Source: an optimization exercise on an open RTL-to-GDS flow (aim: small area and a short achievable clock period). Production flows keep margins and buffers that such runs may drop.
The RTL was checked by simulation tests, not by an equivalence proof against the original design.
Power and IR drop assume default switching activity.

==> design/flow/design.v <==
module regs_mp #(
   parameter int DATA_W   = 32,
   parameter int ADDR_W   = 5,
   parameter int NUM_REGS = 32,
   parameter int NUM_RD   = 4,
   parameter int CNT_W    = 6
) (
   input  logic                     clk_100MHz,
   input  logic                     rst,
   input  logic                     w0_e_i,
   input  logic [ADDR_W-1:0]        w0_addr_i,
   input  logic [DATA_W-1:0]        w0_data_i,
   input  logic                     w1_e_i,
   input  logic [ADDR_W-1:0]        w1_addr_i,
   input  logic [DATA_W-1:0]        w1_data_i,
   input  logic                     iss_e_i,
   input  logic [ADDR_W-1:0]        iss_addr_i,
   input  logic [NUM_RD*ADDR_W-1:0] rd_addr_i,
   output logic [NUM_RD*DATA_W-1:0] rd_data_o,
   output logic [NUM_RD-1:0]        rd_busy_o,
   output logic [CNT_W-1:0]         busy_cnt_o
);
   logic [DATA_W-1:0]        regs_q [NUM_REGS];
   logic [NUM_REGS-1:0]      busy_q, busy_d;
   logic [CNT_W-1:0]         cnt_q, cnt_d;
   logic                     w0_act, w1_act, iss_act;
   logic [ADDR_W-1:0]        ra;
   logic                     ra_wr;
   logic [NUM_RD*DATA_W-1:0] rd_data_d;
   logic [NUM_RD-1:0]        rd_busy_d;
   assign w0_act  = w0_e_i  && (w0_addr_i  != '0);
   assign w1_act  = w1_e_i  && (w1_addr_i  != '0);
   assign iss_act = iss_e_i && (iss_addr_i != '0);
   always_comb begin
      busy_d = busy_q;
      for (int i = 1; i < NUM_REGS; i++) begin
         if ((w0_act && w0_addr_i == ADDR_W'(i)) || (w1_act && w1_addr_i == ADDR_W'(i)))
            busy_d[i] = 1'b0;
         if (iss_act && iss_addr_i == ADDR_W'(i))
            busy_d[i] = 1'b1;
      end
      busy_d[0] = 1'b0;
      cnt_d = '0;
      for (int i = 0; i < NUM_REGS; i++)
         cnt_d = cnt_d + CNT_W'(busy_d[i]);
   end
   always_ff @(posedge clk_100MHz) begin
      if (rst) begin
         for (int i = 0; i < NUM_REGS; i++) regs_q[i] <= '0;
         busy_q <= '0;
         cnt_q  <= '0;
      end else begin
         if (w0_act) regs_q[w0_addr_i] <= w0_data_i;
         if (w1_act) regs_q[w1_addr_i] <= w1_data_i;
         busy_q <= busy_d;
         cnt_q  <= cnt_d;
      end
   end
   always_comb begin
      rd_data_d = '0;
      rd_busy_d = '0;
      ra        = '0;
      ra_wr     = 1'b0;
      for (int k = 0; k < NUM_RD; k++) begin
         ra    = rd_addr_i[k*ADDR_W +: ADDR_W];
         ra_wr = (w0_act && w0_addr_i == ra) || (w1_act && w1_addr_i == ra);
         if (!rst && ra != '0) begin
            if (w1_act && w1_addr_i == ra)
               rd_data_d[k*DATA_W +: DATA_W] = w1_data_i;
            else if (w0_act && w0_addr_i == ra)
               rd_data_d[k*DATA_W +: DATA_W] = w0_data_i;
            else
               rd_data_d[k*DATA_W +: DATA_W] = regs_q[ra];
            rd_busy_d[k] = busy_q[ra] && !ra_wr;
         end
      end
   end
   assign rd_data_o  = rd_data_d;
   assign rd_busy_o  = rd_busy_d;
   assign busy_cnt_o = cnt_q;
endmodule
==> design/flow/run.sh <==
#!/bin/bash
# synth_recipe.tcl (not shown) runs the flow's synth.tcl, then flattens the netlist and writes it again
# the make line also repeats each setting of config.mk as NAME=value (left out here)
make -C /OpenROAD-flow-scripts/flow DESIGN_CONFIG=/design/flow/config.mk WORK_HOME=/design/flow/orfs CLKGATE_MAP_FILE= SYNTH_SCRIPT=/design/flow/synth_recipe.tcl finish
==> design/flow/config.mk <==
export PLATFORM = sky130hd
export DESIGN_NAME = regs_mp
export DESIGN_NICKNAME = regs_mp
export VERILOG_FILES = /design/flow/design.v
export SDC_FILE = /design/flow/constraint.sdc
export NUM_CORES = 4
export LEC_CHECK = 0
export CAP_MARGIN = 20
export CORE_MARGIN = 2
export CORE_UTILIZATION = 40
export SLEW_MARGIN = 20
==> design/flow/constraint.sdc <==
create_clock -name core_clock -period 8.0 [get_ports {clk_100MHz}]
set_input_delay 1.6000 -clock core_clock [delete_from_list [all_inputs] [get_ports {clk_100MHz}]]
set_output_delay 1.6000 -clock core_clock [all_outputs]
set_load 0.01 [all_outputs]
==> qor.yml <==
status: "complete, no violations"
p_switching_mw: 5.13
cpLargestDelayFamily: "buffers and inverters"
fin_crit_sh: 0.934
rsz0062_at_grt: "false"
final_max_slew_viol_count: 0
regArea_sq_mm: 0.0315
synth_top_area_share: 0.381
overflow: 0
syn_area_sq_mm: 0.0807
cts_hold_buf: 0
grt_pass1_vias: 72800
remaining_drc_errors: 0
dpl_cell_area_sq_mm: 0.0874
finalSetupTns_ns: 0
ctsResizeCount: 0
stdcell_area_sq_mm: 0.0913
ant_nets: 0
cts_tree: "yes"
io_buffers: 241
grt.total_usage: 0.408
relSlewSlack: 0.121
seq_power_share: 0.427
ys_warn_count: 1
synth_edf_count: 1024
die_h_um: 453
worst_slack_ns: 0.527
p_total_mw: 16.0
swShare: 0.321
p_clk_frac: 0.356
crit_path_start_kind: "input pin"
vias: 77900
syn_avg_cell_area_sq_um: 11.2
drt-wirelength-per-cell_um: 44.5
die_w_um: 453
synthCells: 7192
io_pins: 242
drt_iter0_markers: 15200
gp_congestion: 1.01
dp_hpwl_um: 258000
slowest_delay_ns: 0.85
post_cts_buffers: 0
yosysUniqueCellTypes: 64
die-area_sq_mm: 0.205
final_common_cell: "mux2i_1"
pre_cts_slack_ns: 0.108
yosys.area.top_type: "edfxtp_1"
ctsRootBufferMaster: "clkbuf_16"
synthFlopType: "edfxtp_1"
leakagePower_nw: 33.6
multi_input_area_sq_mm: 0.0457
min_path_type: "reg -> reg"
path_max_fanout: 22
most-common-layout-cells: "1554 x mux2i_1, 1024 x edfxtp_1, 1003 x a22o_1, 499 x o22ai_1, 412 x buf_4"
crit_type: "in -> out"
clk_path_buf_depth: 3
syn_to_final_growth_pct: 13.2
clk_pin_slew_worst_paths_ns: 0.08
fin_cells: 9835
powerDensity_mw_per_mm2: 175
crit_chain: "clkdlybuf4s50_1, buf_4, nand4bb_4, buf_12, o22ai_1, nor4_1, and4_1, o21ai_1, clkdlybuf4s50_1"
finClkSkew_ns: 0.0534
htree_levels: 3
ys_ff_latch: 1061
period_minus_slack_ns: 7.47
end_kind: "primary output"
core_sq_mm: 0.200
crit_top_cell: "clkdlybuf4s50_1"
start_util: 0.403
wl_um: 437000
cts_sinks: 1061
fillCellCount: 18200
setup_viol: 0
synth-seq-area-share: 0.390
maxCapViolCount: 0
grt_max_degree: 77
clock_latency_ns: 0.83
hold_viol: 0
slowest_stage: "clkdlybuf4s50_1"
power.internal_mw: 10.8
antenna_found_initial: 36
pwr-share-comb: 0.217
crit_arrival_ns: 5.87
viasPerCell: 7.92
ir_drop_mv: 0.185
tightest_slew_ns: 1.32
fmaxAchievable_ghz: 0.134
utilization: 0.457
nNetsFinal: 7175
cp.buffers_inverters: 4
yosys-top-cells-area: "edfxtp_1 38%, mux2i_1 19%, a22o_1 11%"
cts_buffers: 121
drive_above_1_share: 0.154
rows: 164
drt_first_pass_iters: 10
cp.required_ns: 6.40
grt_pass1_wl_um: 587000
whs_ns: 0.687
async_flop_share: 0
dp.cells: 9574
Yosys cell counts, types with 15 or more instances:
library cell	n
a221oi_1	187
o21ai_1	88
mux2i_1	1554
clkbuf_1	621
mux2_2	17
o2111ai_1	30
inv_1	28
nand2b_1	18
nor2_1	83
mux4_2	273
a21oi_1	34
edfxtp_1	1024
buf_2	315
and2_1	16
a22o_1	1003
nand2_1	252
buf_1	63
fa_1	23
o22ai_1	499
o21ai_0	349
and4_1	123
xnor2_1	41
nor3_1	73
a22oi_1	78
nand4b_1	15
nand3_1	46
nor2b_1	38
nor4_1	131
dfxtp_1	37
path summary, 6_finish.rpt:
check,from,end,slack [ns],depth (start not counted)
max,rd_addr_i[3],rd_data_o[0],0.53,9
min reg2reg,busy_q[18],busy_q[18],0.69,2
max reg2reg,busy_q[26],cnt_q[4],2.68,18
min,busy_q[18],busy_q[18],0.69,2
power groups by stage:
| stage | Clock, mW | Combinational (mW) | Sequential [mW] |
|---|---|---|---|
| after global routing | 5.84 | 3.49 | 6.85 |
| after global placement | 0 | 3.24 | 6.88 |
| after CTS | 5.64 | 3.28 | 6.79 |
| after detailed placement | 0 | 3.27 | 6.90 |
| final | 5.68 | 3.47 | 6.82 |
| after floorplan | 0 | 1.92 | 6.80 |
worst min-delay path, delay by kind of cell, from the launching register on:
| kind | cells | cell delay [ns] |
|---|---|---|
| compound gates | 1 | 0.14 |
| flops | 1 | 0.41 |
| simple gates | 1 | 0.10 |
flip-flops by register name, summed over array words and instances, names as in the netlist:
signal	count
busy_q	31
cnt_q	6
regs_q	1024
cells by family (layout without fill, tap and decap cells):
kind of cell               count (synthesis)  after routing  synth area share
adders and majority gates                 30             30           0.00679
DFF                                     1061           1061             0.390
AOI/OAI and AO/OA                       2321           2321             0.213
xor gates and xnor gates                  43             43           0.00467
other                                      1             66         0.0000465
and+or+nand+nor                          843            843            0.0589
muxes                                   1844           1844             0.271
buffers and inverters                   1049            971            0.0545
area by class of cell:
class                   count  area share
clock inverters            91     0.00815
clock buffers             136      0.0340
diodes                     34    0.000931
multi-input cells        5113       0.500
flip-flops and latches   1061       0.345
repair buffers            715      0.0746
well taps                2656      0.0364
inverters                  29     0.00119
layer usage:
layer,up-vias,share of wire,GRT usage,routed length [um]
met2,8272,0.40,0.565,175000
met3,2335,0.17,0.187,72200
met1,38200,0.34,0.490,149000
li1,29100,-,-,-
met5,-,0.0018,0.00840,787
met4,44,0.092,0.307,40100

## afterwards: timing with drivers on the ports
Ports are ideal in the flow. The routed layout listed here was re-timed in OpenROAD. Step 1 assumes that a clkbuf_16 drives the clock port and a buf_2 every other input. Step 2 times the ports against the registers' clock, not the clock port: input delays grow and output delays shrink by t, the midpoint of the rising clock arrivals with the driver on. a / b / c = ideal / step 1 / step 2; a / b = the first two.
t, ns: 0.895
setup slack, ns: 0.527 / 0.491 / -0.029
pins driven straight from the clock port: 1
Met with ideal ports but missed after step 2: setup timing in this run. For this run, drivers alone change the setup slack by -0.036 ns; drivers and shift together by -0.556 ns.
